This design comes from an exercise in tuning for small area, a short achievable clock period and few clock cycles per item on the open sky130 flow, not from production work.
Power is estimated from default activity; no workload was simulated.

v6:
==> flow/design.v <==
package muldiv_pkg;
    localparam logic [2:0] F3_MUL    = 3'b000;
    localparam logic [2:0] F3_MULH   = 3'b001;
    localparam logic [2:0] F3_MULHSU = 3'b010;
    localparam logic [2:0] F3_MULHU  = 3'b011;
    localparam logic [2:0] F3_DIV    = 3'b100;
    localparam logic [2:0] F3_DIVU   = 3'b101;
    localparam logic [2:0] F3_REM    = 3'b110;
    localparam logic [2:0] F3_REMU   = 3'b111;
endpackage
module muldiv_seq
#(
    parameter int unsigned XLEN       = 32,
    parameter int unsigned MUL_STAGES = 2
) (
    input  logic            clk,
    input  logic            rst_n,
    input  logic            req_valid,
    output logic            req_ready,
    input  logic [XLEN-1:0] a,
    input  logic [XLEN-1:0] b,
    input  logic [2:0]      funct3,
    input  logic            flush,
    output logic            resp_valid,
    input  logic            resp_ready,
    output logic [XLEN-1:0] res,
    output logic            busy
);
    logic        busy_q, rv_q;
    logic        p_mul_q, p_m9_q, p_nega_q, p_cmp0_q, p_cmp_q, p_div_q, p_fix_q, p_done_q;
    logic        p_mul_d, p_m9_d, p_nega_d, p_cmp0_d, p_cmp_d, p_div_d, p_fix_d, p_done_d;
    logic        one0_q, two0_q, inv0_q, one1_q, two1_q, inv1_q, xinv_q;
    logic        one0_d, two0_d, inv0_d, one1_d, two1_d, inv1_d, xinv_d;
    logic        xhi_q, xhi4_q, xdiv_q, xlo_q;
    logic        xhi_d, xhi4_d, xdiv_d, xlo_d;
    logic [4:0]  cnt_q, cnt_d;
    logic        selhi_q, selhi_d;    
    logic        isrem_q, isrem_d;    
    logic        negq_q, negq_d;      
    logic        negr_q, negr_d;      
    logic        x9_q, x9_d;          
    logic [32:0] A_q, A_d;            
    logic [33:0] HI_q, HI_d;          
    logic [31:0] LO_q, LO_d;
    assign req_ready  = !busy_q && !flush;
    assign busy       = busy_q;
    assign resp_valid = rv_q;
    assign res        = selhi_q ? HI_q[31:0] : LO_q;
    logic [36:0] X, A37, A37x2, PP0, PP1, PP1s, S, C, Cs, sum;
    logic        sgn;
    logic        s0, s1, s2, s3;
    always_comb begin
        X = ({37{xhi_q}}  & {{3{HI_q[33]}}, HI_q})
          | ({37{xhi4_q}} & {7'd0, HI_q[33:4]})
          | ({37{xdiv_q}} & {{2{HI_q[33]}}, HI_q, LO_q[31]})
          | ({37{xlo_q}}  & {5'd0, LO_q});
        X = X ^ {37{xinv_q}};
        A37   = {{4{A_q[32]}}, A_q};
        A37x2 = {A37[35:0], 1'b0};
        PP0 = (({37{one0_q}} & A37) | ({37{two0_q}} & A37x2)) ^ {37{inv0_q}};
        PP1 = (({37{one1_q}} & A37) | ({37{two1_q}} & A37x2)) ^ {37{inv1_q}};
        s0 = inv0_q;
        s1 = inv1_q;
        s2 = inv1_q | xinv_q;
        s3 = inv1_q;
        PP1s = {PP1[34:0], s1, s0};
        S  = X ^ PP0 ^ PP1s;
        C  = (X & PP0) | (X & PP1s) | (PP0 & PP1s);
        Cs = {C[35:0], s2};
        sum = S + Cs + {36'd0, s3};
        sgn = sum[36];
    end
    logic is_div, sdiv, a_neg, b_neg, bnz, swap;
    logic [31:0] mpl;
    always_comb begin
        is_div = funct3[2];
        sdiv   = funct3[2] & ~funct3[0];
        a_neg  = a[31];
        b_neg  = b[31];
        bnz    = |b;
        swap   = (funct3 == muldiv_pkg::F3_MULHSU) ||
                 ((funct3 == muldiv_pkg::F3_MULHU) && b_neg && !a_neg);
        mpl    = swap ? a : b;
    end
    function automatic logic [2:0] booth(input logic [2:0] bb);
        booth[2] = bb[1] ^ bb[0];
        booth[1] = (bb[2] & ~bb[1] & ~bb[0]) | (~bb[2] & bb[1] & bb[0]);
        booth[0] = bb[2] & ~(bb[1] & bb[0]);
    endfunction
    logic last;
    assign last = (cnt_q == 5'd0);
    always_comb begin
        {p_mul_d, p_m9_d, p_nega_d, p_cmp0_d, p_cmp_d, p_div_d, p_fix_d, p_done_d} = '0;
        {one0_d, two0_d, inv0_d, one1_d, two1_d, inv1_d, xinv_d} = '0;
        {xhi_d, xhi4_d, xdiv_d, xlo_d} = '0;
        cnt_d   = cnt_q;
        selhi_d = selhi_q;
        isrem_d = isrem_q;
        negq_d  = negq_q;
        negr_d  = negr_q;
        x9_d    = x9_q;
        A_d     = A_q;
        HI_d    = HI_q;
        LO_d    = LO_q;
        if (!busy_q) begin
            selhi_d = funct3[1] | (~funct3[2] & funct3[0]);
            isrem_d = funct3[2] & funct3[1];
            negq_d  = sdiv & (a_neg ^ b_neg) & bnz;
            negr_d  = sdiv & a_neg;
            x9_d    = (funct3 == muldiv_pkg::F3_MULHU) && a_neg && b_neg;
            if (is_div) begin
                A_d   = {sdiv & b_neg, b};
                HI_d  = {{2{sdiv & a_neg}}, a};
                LO_d  = '0;
                cnt_d = 5'd31;
                if (sdiv && a_neg) begin
                    p_nega_d = 1'b1;
                    xhi_d    = 1'b1;
                    xinv_d   = 1'b1;
                end else begin
                    p_cmp0_d = 1'b1;
                    xhi_d    = 1'b1;
                    one0_d   = 1'b1;
                    inv0_d   = ~(sdiv & b_neg);
                end
            end else begin
                A_d   = swap ? {1'b0, b} : {~funct3[1] & a_neg, a};
                HI_d  = '0;
                LO_d  = mpl;
                cnt_d = 5'd7;
                p_mul_d = 1'b1;
                xhi_d   = 1'b1;
                {one0_d, two0_d, inv0_d} = booth({mpl[1:0], 1'b0});
                {one1_d, two1_d, inv1_d} = booth(mpl[3:1]);
            end
        end else begin
            if (p_mul_q) begin
                HI_d  = {sum[36], sum[36:4]};
                LO_d  = {sum[3:0], LO_q[31:4]};
                cnt_d = cnt_q - 5'd1;
                xhi_d = 1'b1;
                if (!last) begin
                    p_mul_d = 1'b1;
                    {one0_d, two0_d, inv0_d} = booth(LO_q[5:3]);
                    {one1_d, two1_d, inv1_d} = booth(LO_q[7:5]);
                end else if (x9_q) begin
                    p_m9_d = 1'b1;
                    one0_d = 1'b1;    
                end else begin
                    p_done_d = 1'b1;
                end
            end
            if (p_m9_q) begin
                HI_d = sum[33:0];
                p_done_d = 1'b1;
            end
            if (p_nega_q) begin
                HI_d     = sum[33:0];
                p_cmp0_d = 1'b1;
                xhi_d    = 1'b1;
                one0_d   = 1'b1;
                inv0_d   = ~A_q[32];
            end
            if (p_cmp0_q || p_cmp_q) begin
                if (p_cmp_q) begin
                    HI_d  = {4'd0, HI_q[33:4]};
                    LO_d  = {HI_q[3:0], LO_q[31:4]};
                    cnt_d = cnt_q + 5'd4;
                end
                one0_d = 1'b1;
                inv0_d = ~A_q[32];
                if (!sgn && !(p_cmp_q && cnt_q == 5'd27)) begin
                    p_cmp_d = 1'b1;
                    xhi4_d  = 1'b1;
                end else if (p_cmp_q) begin
                    p_div_d = 1'b1;
                    xdiv_d  = 1'b1;
                end else if (isrem_q && negr_q) begin
                    p_fix_d = 1'b1;
                    xhi_d   = 1'b1;
                    xinv_d  = 1'b1;
                    one0_d  = 1'b0;
                    inv0_d  = 1'b0;
                end else begin
                    p_done_d = 1'b1;
                end
            end
            if (p_div_q) begin
                HI_d  = sum[33:0];
                LO_d  = {LO_q[30:0], ~sgn};
                cnt_d = cnt_q - 5'd1;
                one0_d = 1'b1;
                if (!last) begin
                    p_div_d = 1'b1;
                    xdiv_d  = 1'b1;
                    inv0_d  = ~sgn ^ A_q[32];           
                end else if (isrem_q) begin
                    if (negr_q) begin
                        p_fix_d = 1'b1;
                        xhi_d   = 1'b1;
                        xinv_d  = 1'b1;
                        one0_d  = sgn;
                        inv0_d  = sgn & ~A_q[32];
                    end else if (sgn) begin
                        p_fix_d = 1'b1;
                        xhi_d   = 1'b1;
                        inv0_d  = A_q[32];
                    end else begin
                        p_done_d = 1'b1;
                    end
                end else if (negq_q) begin
                    p_fix_d = 1'b1;
                    xlo_d   = 1'b1;
                    xinv_d  = 1'b1;
                    one0_d  = 1'b0;
                    selhi_d = 1'b1;
                end else begin
                    p_done_d = 1'b1;
                end
            end
            if (p_fix_q) begin
                HI_d = sum[33:0];
                p_done_d = 1'b1;
            end
            if (p_done_q) begin
                p_done_d = 1'b1;
            end
        end
    end
    always_ff @(posedge clk or negedge rst_n) begin
        if (!rst_n) begin
            busy_q <= 1'b0;
            rv_q   <= 1'b0;
        end else begin
            if (flush) begin
                busy_q <= 1'b0;
                rv_q   <= 1'b0;
            end else if (!busy_q) begin
                busy_q <= req_valid;
                rv_q   <= 1'b0;
            end else if (rv_q) begin
                if (resp_ready) begin
                    busy_q <= 1'b0;
                    rv_q   <= 1'b0;
                end
            end else begin
                rv_q <= p_done_d;
            end
        end
    end
    always_ff @(posedge clk) begin
        {p_mul_q, p_m9_q, p_nega_q, p_cmp0_q, p_cmp_q, p_div_q, p_fix_q, p_done_q} <=
            {p_mul_d, p_m9_d, p_nega_d, p_cmp0_d, p_cmp_d, p_div_d, p_fix_d, p_done_d};
        {one0_q, two0_q, inv0_q, one1_q, two1_q, inv1_q, xinv_q} <=
            {one0_d, two0_d, inv0_d, one1_d, two1_d, inv1_d, xinv_d};
        {xhi_q, xhi4_q, xdiv_q, xlo_q} <= {xhi_d, xhi4_d, xdiv_d, xlo_d};
        cnt_q   <= cnt_d;
        selhi_q <= selhi_d;
        isrem_q <= isrem_d;
        negq_q  <= negq_d;
        negr_q  <= negr_d;
        x9_q    <= x9_d;
        A_q     <= A_d;
        HI_q    <= HI_d;
        LO_q    <= LO_d;
    end
endmodule
clock: 10.5 ns
lec_check: 0
cap_margin: 20
core_margin: 2
core_utilization: 35
setup_slack_margin: 5
slew_margin: 20
run.sh (not shown) runs the stock make flow with config.mk's settings and CLKGATE_MAP_FILE= SYNTH_SCRIPT=/design/flow/synth_recipe.tcl, a recipe that flattens the netlist after the stock synthesis.
Input changes introduced in v7 (baseline for comparison: v6):
-- flow/design.v --
<<< v6, line 9
    localparam logic [2:0] F3_REMU   = 3'b111;
endpackage
module muldiv_seq
#(
>>> v7, line 9
    localparam logic [2:0] F3_REMU   = 3'b111;
endpackage
module md_adder
#(
    parameter int unsigned N = 37
) (
    input  logic [N-1:0] x,
    input  logic [N-1:0] y,
    input  logic         ci,
    output logic [N-1:0] s
);
    localparam int unsigned L = $clog2(N);
    logic [N-1:0] g0, p0, c;
    logic [N-1:0] G [0:2*L-1];
    logic [N-1:0] P [0:2*L-1];
    always_comb begin
        g0    = x & y;
        p0    = x ^ y;
        g0[0] = (x[0] & y[0]) | (ci & p0[0]);
        G[0]  = g0;
        P[0]  = p0;
        for (int l = 0; l < L; l++) begin
            G[l+1] = G[l];
            P[l+1] = P[l];
            for (int i = 0; i < N; i++) begin
                if (((i + 1) % (2 ** (l + 1))) == 0 && i >= 2 ** l) begin
                    G[l+1][i] = G[l][i] | (P[l][i] & G[l][i-2**l]);
                    P[l+1][i] = P[l][i] & P[l][i-2**l];
                end
            end
        end
        for (int l = L - 1; l >= 1; l--) begin
            G[2*L-l] = G[2*L-l-1];
            P[2*L-l] = P[2*L-l-1];
            for (int i = 0; i < N; i++) begin
                if (((i + 1) % (2 ** l)) == (2 ** (l - 1)) && i >= 2 ** l) begin
                    G[2*L-l][i] = G[2*L-l-1][i] | (P[2*L-l-1][i] & G[2*L-l-1][i-2**(l-1)]);
                    P[2*L-l][i] = P[2*L-l-1][i] & P[2*L-l-1][i-2**(l-1)];
                end
            end
        end
        c = G[2*L-1];
        s = p0 ^ {c[N-2:0], ci};
    end
endmodule
module muldiv_seq
#(
<<< v6, line 68
        C  = (X & PP0) | (X & PP1s) | (PP0 & PP1s);
        Cs = {C[35:0], s2};
        sum = S + Cs + {36'd0, s3};
        sgn = sum[36];
    end
    logic is_div, sdiv, a_neg, b_neg, bnz, swap;
    logic [31:0] mpl;
>>> v7, line 111
        C  = (X & PP0) | (X & PP1s) | (PP0 & PP1s);
        Cs = {C[35:0], s2};
        sum = add_s;
        sgn = sum[36];
    end
    logic [36:0] add_s;
    md_adder #(.N(37)) u_add (.x(S), .y(Cs), .ci(s3), .s(add_s));
    logic is_div, sdiv, a_neg, b_neg, bnz, swap;
    logic [31:0] mpl;
==> comparison <==
The utilization after layout was comparable across v6 and v7. Changes observed in v7 relative to v6: synthesized cell count now smaller, headroom to the max-slew limit now larger, largest net degree at the start of global routing now smaller. Synthesis-to-finish area growth (lower): v6. For routed wire length, dividing the value from v6 by the value from v7 gives 1.07. Per the comparison of v7 with v6, clock period minus worst slack neither gained nor lost much; maximum resistive drop on vdd lost about 5%; total power draw lost about 7%.
No run of this note included a check of the RTL's function; only the layout flow was run.

-- static timing again, ports no longer ideal --
The results above use ideal ports. As a check the final layouts listed here were re-extracted and re-timed, cells and wires unchanged.
Step 1 assumes that a clkbuf_16 drives the clock port and a buf_2 every other input.
Step 2, shift: input delay + t, output delay - t, t = (earliest + latest rising clock arrival at the registers) / 2. This alone moves slack from input paths to output paths.
a / b / c = ideal / step 1 / step 2; a / b = the first two.
run	t (ns)	setup WS [ns]	pins driven straight from the clock port
v6	0.491	5.200 / 5.176 / 5.176	1
v7	0.483	5.201 / 5.180 / 5.180	1
After both steps every run listed still meets setup and hold. The setup slack of v6, which loses most, moves by -0.024 ns with the drivers and by -0.024 ns with both steps.
